This design comes from an exercise in tuning for small area, a short achievable clock period and few clock cycles on the open sky130 flow, not from production work. Power and IR drop assume default switching activity. The flow treats the clock pin as an ideal source, which a real chip does not have.

## amber
Design lbp_stream, start of the top module:
module lbp_stream #(
    parameter int IMG_W = 128,
    parameter int IMG_H = 128,
    parameter int DW    = 8,
    parameter int AW    = $clog2(IMG_W*IMG_H)
) (
    input  logic          clk,
    input  logic          reset,
    input  logic          gray_ready,
    input  logic [DW-1:0] thr,
    output logic          gray_req,
    output logic [AW-1:0] gray_addr,
    input  logic [DW-1:0] gray_data,
    output logic          lbp_valid,
    input  logic          lbp_ready,
    output logic [AW-1:0] lbp_addr,
    output logic [7:0]    lbp_data,
    output logic          finish
);
    localparam int CW    = $clog2(IMG_W);
    localparam int RW    = $clog2(IMG_H);
    localparam int RD    = IMG_W + 2;             
    localparam int PW    = $clog2(RD);
    localparam int UB    = lbp_pkg::C_UP_BITS;
    localparam int QD    = lbp_pkg::C_QDEPTH;
    localparam int NW    = $clog2(QD + 1);
    logic             r_started;
    logic             r_req;
    logic [CW-1:0]    r_rcol;        
    logic [RW-1:0]    r_rrow;
    logic             r_rdone;       
    logic [PW-1:0]    r_ph;          
    logic             r_infl;        
    logic             r_v0;          
    logic             r_req_code;    
    logic             r_infl_code;   
    logic             r_v0_code;     
    logic [DW-1:0]    r_thr;
    logic [NW-1:0]    r_qn;          
    logic [NW-1:0]    r_cred;        
    logic             r_lbp_valid;
    logic [CW-1:0]    r_ocol;        
    logic [RW-1:0]    r_orow;
  ...
Size: ~2100 cells after synthesis, roughly 1600 flip-flops, about 59 I/O pins, about 36000 sq um of cells after synthesis.
clock: 5.7 ns
lec_check: 0
cap_margin: 20
core_margin: 2
core_utilization: 40
setup_slack_margin: 3.0
slew_margin: 20
run.sh (not shown) runs the stock make flow with config.mk's settings and CLKGATE_MAP_FILE= SYNTH_SCRIPT=/design/flow/synth_recipe.tcl, a recipe that flattens the netlist after the stock synthesis.
amber reached the end of the flow, and the finished layout is clean on the timing, design-rule and antenna checks.
The following lists how yarrow was set up differently from amber:
# amber
export LEC_CHECK = 0
export CAP_MARGIN = 20
export CORE_MARGIN = 2
export CORE_UTILIZATION = 40
export SETUP_SLACK_MARGIN = 3.0
export SLEW_MARGIN = 20
create_clock -name core_clock -period 5.7 [get_ports {clk}]
# yarrow
export LEC_CHECK = 0
export CAP_MARGIN = 20
export CORE_MARGIN = 2
export CORE_UTILIZATION = 40
export CTS_CLUSTER_DIAMETER = 100
export CTS_CLUSTER_SIZE = 30
export SETUP_SLACK_MARGIN = 3.5
export SLEW_MARGIN = 20
create_clock -name core_clock -period 5.7 [get_ports {clk}]
==> comparison <==
Compared with amber, in yarrow wire length decreased by about 1.3% relative to the old numbers; fraction of final layout cells sized beyond drive strength 1 moved down. yarrow against amber: count of clock-buffer cells in the layout fell about 60%; post-layout total power fell 19%. amber → yarrow: final hold slack increased by 0.0052 ns relative to the old numbers, maximum clock insertion buffer count closely matched the old numbers.
#### Input delta (violet over yarrow)
# yarrow
export LEC_CHECK = 0
export CAP_MARGIN = 20
export CORE_MARGIN = 2
export CORE_UTILIZATION = 40
export CTS_CLUSTER_DIAMETER = 100
export CTS_CLUSTER_SIZE = 30
export SETUP_SLACK_MARGIN = 3.5
export SLEW_MARGIN = 20
create_clock -name core_clock -period 5.7 [get_ports {clk}]
# violet
export LEC_CHECK = 0
export CAP_MARGIN = 20
export CORE_MARGIN = 2
export CORE_UTILIZATION = 40
export SETUP_SLACK_MARGIN = 3.5
export SLEW_MARGIN = 20
create_clock -name core_clock -period 5.7 [get_ports {clk}]
Notes after the runs:
violet gives more total number of H-tree levels than yarrow did. Cell area | violet vs yarrow | violet larger. Looking only at via count, and setting everything else aside, the lower value of violet and yarrow goes to yarrow. As far as hold slack is concerned, violet and yarrow perform about the same. yarrow ended up with primary input to flop as its critical path class; violet ended up with flop to output pin. yarrow → violet: non-clock buffering overhead in the final layout shrank by 0.37 points, number of clock buffers in the layout +136, internal power increased 26%.
The following lists how tundra was set up differently from violet:
# violet
export LEC_CHECK = 0
export CAP_MARGIN = 20
export CORE_MARGIN = 2
export CORE_UTILIZATION = 40
export SETUP_SLACK_MARGIN = 3.5
export SLEW_MARGIN = 20
create_clock -name core_clock -period 5.7 [get_ports {clk}]
# tundra
export LEC_CHECK = 0
export ABC_CLOCK_PERIOD_IN_PS = 2000
export CAP_MARGIN = 20
export CORE_MARGIN = 2
export CORE_UTILIZATION = 40
export SETUP_SLACK_MARGIN = 3.0
export SLEW_MARGIN = 20
create_clock -name core_clock -period 5.7 [get_ports {clk}]
--- outcome ---
From violet to tundra the numbers moved as follows: via count of the first global-routing pass went down 413, required time of the worst setup path rose 1.76 ns, final cell count now sits lower, overall routed net length fell 3.5%.
tundra: area of all placed cells without fillers lower than violet
Status | tundra and violet | clean
Re worst setup slack: tundra is 0.15 ns down on violet.
No functional check of the RTL was part of any run of this note.

* * *

Another version of the RTL of lbp_stream (not shown whole).
Size in the first run: about 2,100 cells after synthesis, roughly 59 I/O pins, ~36,000 um^2 of cells after synthesis.
Settings: LEC_CHECK=0, CAP_MARGIN=20, CORE_MARGIN=2, CORE_UTILIZATION=40, CTS_CLUSTER_DIAMETER=60, CTS_CLUSTER_SIZE=30, SETUP_SLACK_MARGIN=3.8, SLEW_MARGIN=20; clock period 5.7 ns.
The starting point went through all stages and came out clean.
Edit:
Settings changed: CORE_UTILIZATION 40 to 65, CTS_CLUSTER_DIAMETER 60 to 100, PLACE_DENSITY set to 0.75, SETUP_SLACK_MARGIN 3.8 to 3.5.
Result:
- synthesized area stays the same
- routed wire length is about the same
- final cell count falls by 15%
- power shrinks by 6.8%
- critical path depth does not change
- die area falls by 38%
- clock power falls by 22%
- setup slack is better by 0.041 ns
Edit:
Settings changed: CORE_UTILIZATION 65 to 40, PLACE_DENSITY 0.75 to not set.
Effect: The changed run completed without violations. Die area increases by well over a third. Utilization goes down by 27 points. Sequential power is about the same. Fmax is lower slightly. Wire length falls by a few percent. Cell count came out higher by about a fifth.
Edit:
==> flow/flow/run.sh (new file) <==
#!/bin/bash
# Layout flow: the standard ORFS flow (standard.sh, with its standard
# synthesis) run whole, with two changes passed as ORFS variables:
#  - the port buffers that placement inserts are buf_4 cells instead of the
#    default choice (a slow delay cell), one per input and output port;
#  - clock tree synthesis clusters up to 30 sinks per leaf buffer and does not
#    insert dummy loads.
# make's full output goes to make.log here; ORFS keeps each step's log under
# orfs/logs/.
set -euo pipefail
bash standard.sh \
  "BUFFER_PORTS_ARGS=-buffer_cell sky130_fd_sc_hd__buf_4" \
  "CTS_ARGS=-sink_clustering_enable -repair_clock_nets -dont_use_dummy_load -sink_clustering_size 30 -sink_clustering_max_diameter 100" \
  finish > make.log 2>&1
==> flow/standard.sh (new file) <==
#!/bin/bash
# synth_recipe.tcl (not shown) runs the flow's synth.tcl, then flattens the netlist and writes it again
# the make line also repeats each setting of config.mk as NAME=value (left out here)
make -C /OpenROAD-flow-scripts/flow DESIGN_CONFIG=/design/flow/config.mk WORK_HOME=/design/flow/orfs CLKGATE_MAP_FILE= SYNTH_SCRIPT=/design/flow/synth_recipe.tcl "${@:-finish}"
removed: flow/run.sh
Result: Power drops slightly; wire length drops slightly; maximum frequency climbs by a few percent; clock skew climbs by 0.028 ns; clock power drops by a few percent; combinational power is about the same; cell area drops slightly; non-clock buffer count drops by 3; worst hold slack loses 0.029 ns; die area does not change.
No run of this note included a check of the RTL's function; only the layout flow was run.

* * *

The RTL this note starts from:
==> flow/design.v <==
`default_nettype none
package lbp_pkg;
    localparam int C_UP_BITS = 3;
    localparam int C_QDEPTH = 4;
endpackage
`default_nettype wire
`default_nettype none
module lbp_line_buffer #(
    parameter int DEPTH = 130,
    parameter int DW    = 8,
    parameter int UB    = 3
) (
    input  logic                  clk,
    input  logic                  load,
    input  logic [DW-1:0]         din,
    input  logic                  upd,
    input  logic [UB-1:0]         ub_in,
    output logic [DEPTH*DW-1:0]   pix,
    output logic [DEPTH*UB-1:0]   ub
);
    logic [DEPTH*DW-1:0] r_pix;
    logic [DEPTH*UB-1:0] r_ub;
    always_ff @(posedge clk) begin
        r_pix <= {r_pix[(DEPTH-1)*DW-1:0], (load ? din : r_pix[(DEPTH-1)*DW +: DW])};
        r_ub  <= {r_ub[(DEPTH-1)*UB-1:UB],
                  (upd ? ub_in : r_ub[0 +: UB]),
                  r_ub[(DEPTH-1)*UB +: UB]};
    end
    assign pix = r_pix;
    assign ub  = r_ub;
endmodule
`default_nettype wire
`default_nettype none
module lbp_stream #(
    parameter int IMG_W = 128,
    parameter int IMG_H = 128,
    parameter int DW    = 8,
    parameter int AW    = $clog2(IMG_W*IMG_H)
) (
    input  logic          clk,
    input  logic          reset,
    input  logic          gray_ready,
    input  logic [DW-1:0] thr,
    output logic          gray_req,
    output logic [AW-1:0] gray_addr,
    input  logic [DW-1:0] gray_data,
    output logic          lbp_valid,
    input  logic          lbp_ready,
    output logic [AW-1:0] lbp_addr,
    output logic [7:0]    lbp_data,
    output logic          finish
);
    localparam int CW    = $clog2(IMG_W);
    localparam int RW    = $clog2(IMG_H);
    localparam int RD    = IMG_W + 2;             
    localparam int PW    = 8;                     
    localparam int UB    = lbp_pkg::C_UP_BITS;
    localparam int QD    = lbp_pkg::C_QDEPTH;
    function automatic logic [7:0] f_lfsr(input logic [7:0] v);
        f_lfsr = {v[6:0], v[7] ^ v[5] ^ v[4] ^ v[3]};
    endfunction
    function automatic logic [7:0] f_lfsr_after(input logic [7:0] v, input int n);
        f_lfsr_after = v;
        for (int i = 0; i < n; i++)
            f_lfsr_after = f_lfsr(f_lfsr_after);
    endfunction
    localparam logic [7:0] C_PH_FIRST = 8'h01;
    localparam logic [7:0] C_PH_LAST  = f_lfsr_after(C_PH_FIRST, RD-1);
    logic             r_started;
    logic             r_req;
    logic [CW-1:0]    r_rcol;        
    logic [RW-1:0]    r_rrow;
    logic             r_rdone;       
    logic [PW-1:0]    r_ph;          
    logic             r_infl;        
    logic             r_req_code;    
    logic             r_infl_code;   
    logic [DW-1:0]    r_thr;
    logic [QD-1:0]    r_qn;          
    logic [QD-1:0]    r_cred;        
    logic             r_lbp_valid;
    logic [CW-1:0]    r_ocol;        
    logic [RW-1:0]    r_orow;
    logic             r_finish;
    logic [RD*DW-1:0]     w_pix;
    logic [RD*UB-1:0]     w_ub;
    logic [QD-1:0][7:0]   r_q;       
    logic [DW-1:0]        w_l [0:RD-1];
    logic [DW-1:0]        w_in;      
    logic [DW:0]          r_ref_c;   
    logic [DW:0]          r_ref_u;   
    logic [UB-1:0]        w_up_new;
    logic [7:0]           w_code;
    logic             w_push;
    logic             w_pop;
    logic             w_rlast;
    logic             w_rdone_nxt;
    logic             w_base;
    logic             w_cr;
    logic             w_ok_hold;
    logic             w_ok_pop;
    logic             w_req_nxt;
    logic [QD-1:0]    w_cred_hold;
    logic [QD-1:0]    w_cred_pop;
    logic [QD-1:0]    w_qn_hold;
    logic [QD-1:0]    w_qn_pop;
    for (genvar k = 0; k < RD; k++) begin : g_tap
        assign w_l[k] = w_pix[k*DW +: DW];
    end
    lbp_line_buffer #(
        .DEPTH (RD),
        .DW    (DW),
        .UB    (UB)
    ) u_ring (
        .clk   (clk),
        .load  (r_infl),
        .din   (gray_data),
        .upd   (r_infl),
        .ub_in (w_up_new),
        .pix   (w_pix),
        .ub    (w_ub)
    );
    assign w_in = r_infl ? gray_data : w_l[RD-1];
    always_ff @(posedge clk) begin
        r_ref_c <= {1'b0, w_l[IMG_W-1]} + {1'b0, r_thr};
        r_ref_u <= {1'b0, w_in} + {1'b0, r_thr};
    end
    assign w_up_new[0] = ({1'b0, w_l[IMG_W+1]} >= r_ref_u);
    assign w_up_new[1] = ({1'b0, w_l[IMG_W]}   >= r_ref_u);
    assign w_up_new[2] = ({1'b0, w_l[IMG_W-1]} >= r_ref_u);
    assign w_code[2:0] = w_ub[IMG_W*UB +: UB];
    assign w_code[3]   = ({1'b0, w_l[IMG_W+1]} >= r_ref_c);
    assign w_code[4]   = ({1'b0, w_l[IMG_W-1]} >= r_ref_c);
    assign w_code[5]   = ({1'b0, w_l[1]}       >= r_ref_c);
    assign w_code[6]   = ({1'b0, w_l[0]}       >= r_ref_c);
    assign w_code[7]   = ({1'b0, gray_data}    >= r_ref_c);
    assign w_push = r_infl_code;
    assign w_pop  = r_lbp_valid && lbp_ready;
    assign w_rlast     = (r_rrow == RW'(IMG_H-1)) && (r_rcol == CW'(IMG_W-1));
    assign w_rdone_nxt = r_rdone || (r_req && w_rlast);
    assign w_cr = r_req ? ((r_rrow >= RW'(2)) && (r_rcol >= CW'(1)) && (r_rcol <= CW'(IMG_W-2)))
                        : ((r_rrow >= RW'(2)) && (r_rcol >= CW'(2)));
    assign w_base      = r_started && !w_rdone_nxt && (r_ph == C_PH_FIRST);
    assign w_ok_hold   = w_base && !r_cred[QD-1];
    assign w_ok_pop    = w_base;
    assign w_cred_hold = (w_ok_hold && w_cr) ? {r_cred[QD-2:0], 1'b1} : r_cred;
    assign w_cred_pop  = (w_ok_pop  && w_cr) ? r_cred : {1'b0, r_cred[QD-1:1]};
    assign w_req_nxt   = w_pop ? w_ok_pop : w_ok_hold;
    assign w_qn_hold   = w_push ? {r_qn[QD-2:0], 1'b1} : r_qn;
    assign w_qn_pop    = w_push ? r_qn : {1'b0, r_qn[QD-1:1]};
    always_ff @(posedge clk or posedge reset) begin
        if (reset) begin
            r_started   <= 1'b0;
            r_req       <= 1'b0;
            r_rdone     <= 1'b0;
            r_infl      <= 1'b0;
            r_req_code  <= 1'b0;
            r_infl_code <= 1'b0;
            r_cred      <= '0;
        end else begin
            if (gray_ready) r_started <= 1'b1;
            r_req   <= w_req_nxt;
            r_rdone <= w_rdone_nxt;
            r_infl      <= r_req;
            r_req_code  <= w_req_nxt && w_cr;
            r_infl_code <= r_req_code;
            r_cred      <= w_pop ? w_cred_pop : w_cred_hold;
        end
    end
    always_ff @(posedge clk) begin
        if (!r_started) begin
            r_rcol <= '0;
            r_rrow <= '0;
            r_ocol <= CW'(1);
            r_orow <= RW'(1);
        end else begin
            if (r_req) begin
                r_rcol <= r_rcol + CW'(1);
                if (r_rcol == CW'(IMG_W-1)) r_rrow <= r_rrow + RW'(1);
            end
            if (w_pop) begin
                if (r_ocol == CW'(IMG_W-2)) begin
                    r_ocol <= CW'(1);
                    r_orow <= r_orow + RW'(1);
                end else begin
                    r_ocol <= r_ocol + CW'(1);
                end
            end
        end
    end
    always_ff @(posedge clk) begin
        if (w_req_nxt || !r_started || (r_ph == C_PH_LAST))
            r_ph <= C_PH_FIRST;
        else
            r_ph <= f_lfsr(r_ph);
    end
    always_ff @(posedge clk) begin
        if (!r_started && gray_ready) r_thr <= thr;
    end
    logic [QD:0] w_qtop;
    assign w_qtop = {r_qn, 1'b1} & ~{1'b0, r_qn};
    always_ff @(posedge clk) begin
        for (int i = 0; i < QD; i++) begin
            if (w_pop) begin
                if (w_push && w_qtop[i+1])
                    r_q[i] <= w_code;
                else if (i < QD-1)
                    r_q[i] <= r_q[(i < QD-1) ? i+1 : i];
            end else if (w_push && w_qtop[i]) begin
                r_q[i] <= w_code;
            end
        end
    end
    always_ff @(posedge clk or posedge reset) begin
        if (reset) begin
            r_qn        <= '0;
            r_lbp_valid <= 1'b0;
            r_finish    <= 1'b0;
        end else begin
            r_qn        <= w_pop ? w_qn_pop : w_qn_hold;
            r_lbp_valid <= w_pop ? w_qn_pop[0] : w_qn_hold[0];
            if (w_pop && (r_orow == RW'(IMG_H-2)) && (r_ocol == CW'(IMG_W-2)))
                r_finish <= 1'b1;
        end
    end
    assign gray_req  = r_req;
    assign gray_addr = {r_rrow, r_rcol};
    assign lbp_valid = r_lbp_valid;
    assign lbp_addr  = {r_orow, r_ocol};
    assign lbp_data  = r_q[0];
    assign finish    = r_finish;
endmodule
`default_nettype wire
export LEC_CHECK = 0
export CAP_MARGIN = 20
export CORE_MARGIN = 2
export CORE_UTILIZATION = 55
export CTS_CLUSTER_DIAMETER = 100
export CTS_CLUSTER_SIZE = 30
export PLACE_DENSITY = 0.7
export SETUP_SLACK_MARGIN = 3.4
export SLEW_MARGIN = 20
create_clock -name core_clock -period 5.7 [get_ports {clk}]
standard.sh (not shown) runs the stock make flow with config.mk's settings and CLKGATE_MAP_FILE= SYNTH_SCRIPT=/design/flow/synth_recipe.tcl, a recipe that flattens the netlist after the stock synthesis.
==> flow/flow/run.sh <==
#!/bin/bash
# Layout flow: the standard ORFS flow (standard.sh, with its standard
# synthesis) run whole, with two changes passed as ORFS variables:
#  - the port buffers that placement inserts are buf_2 cells instead of the
#    default choice (a slow delay cell), one per input and output port;
#  - clock tree synthesis clusters up to 30 sinks per leaf buffer and does not
#    insert dummy loads.
# make's full output goes to make.log here; ORFS keeps each step's log under
# orfs/logs/.
set -euo pipefail
bash standard.sh \
  "BUFFER_PORTS_ARGS=-buffer_cell sky130_fd_sc_hd__buf_2" \
  "CTS_ARGS=-sink_clustering_enable -repair_clock_nets -dont_use_dummy_load -sink_clustering_size 30 -sink_clustering_max_diameter 100" \
  finish > make.log 2>&1
The baseline produced a clean layout.
Change:
CORE_UTILIZATION = 65   (was 55)
PLACE_DENSITY = 0.75   (was 0.7)
The changed run finished clean.
Fmax drops by 2.8%.
Final cell count is lower by 5.1%.
Setup slack got worse by 0.068 ns.
Count of clock-buffer cells in the layout stays the same.
Routed wire length came out higher by 7.1%.
Total power is about the same.
Via count came out higher by 0.59%.
Design area decreases by 0.77%.
No run of this note included a check of the RTL's function; only the layout flow was run.

==> static timing again, ports no longer ideal <==
How much do the figures lean on ideal ports? The routed layouts below were timed once more, with nothing changed but the port constraints.
Step 1 (the two cells are an assumption about what drives the block):
set clk [get_ports {clk}]
set_driving_cell -lib_cell sky130_fd_sc_hd__clkbuf_16 $clk
set_driving_cell -lib_cell sky130_fd_sc_hd__buf_2 [delete_from_list [all_inputs] $clk]
Step 2 also shifts input and output timing later by t, the mid clock arrival at the registers, as if the neighbouring blocks saw the same clock.
Slacks: ideal ports / drivers / drivers and shift; pairs: ideal ports / drivers.
run | t (ns) | setup slack, ns | worst setup path after step 2 | pins driven straight from the clock port
amber | 0.758 | 3.016 / 3.013 / 2.280 | input to register | 1
yarrow | 0.700 | 3.164 / 3.111 / 2.499 | input to register | 1
violet | 0.748 | 3.163 / 3.102 / 2.519 | input to register | 1
tundra | 0.758 | 3.016 / 3.013 / 2.280 | input to register | 1
the first run of note 2 | 0.686 | 3.183 / 3.125 / 3.177 | input to register | 1
the second run of note 2 | 0.690 | 3.224 / 3.164 / 2.900 | input to register | 1
the third run of note 2 | 0.705 | 3.210 / 3.149 / 3.085 | input to register | 1
the fourth run of note 2 | 0.685 | 3.275 / 3.214 / 2.819 | input to register | 1
the first run of note 3 | 0.657 | 3.382 / 3.325 / 2.848 | input to register | 1
the second run of note 3 | 0.679 | 3.314 / 3.256 / 2.848 | input to register | 1
After both steps every run listed still meets setup and hold.
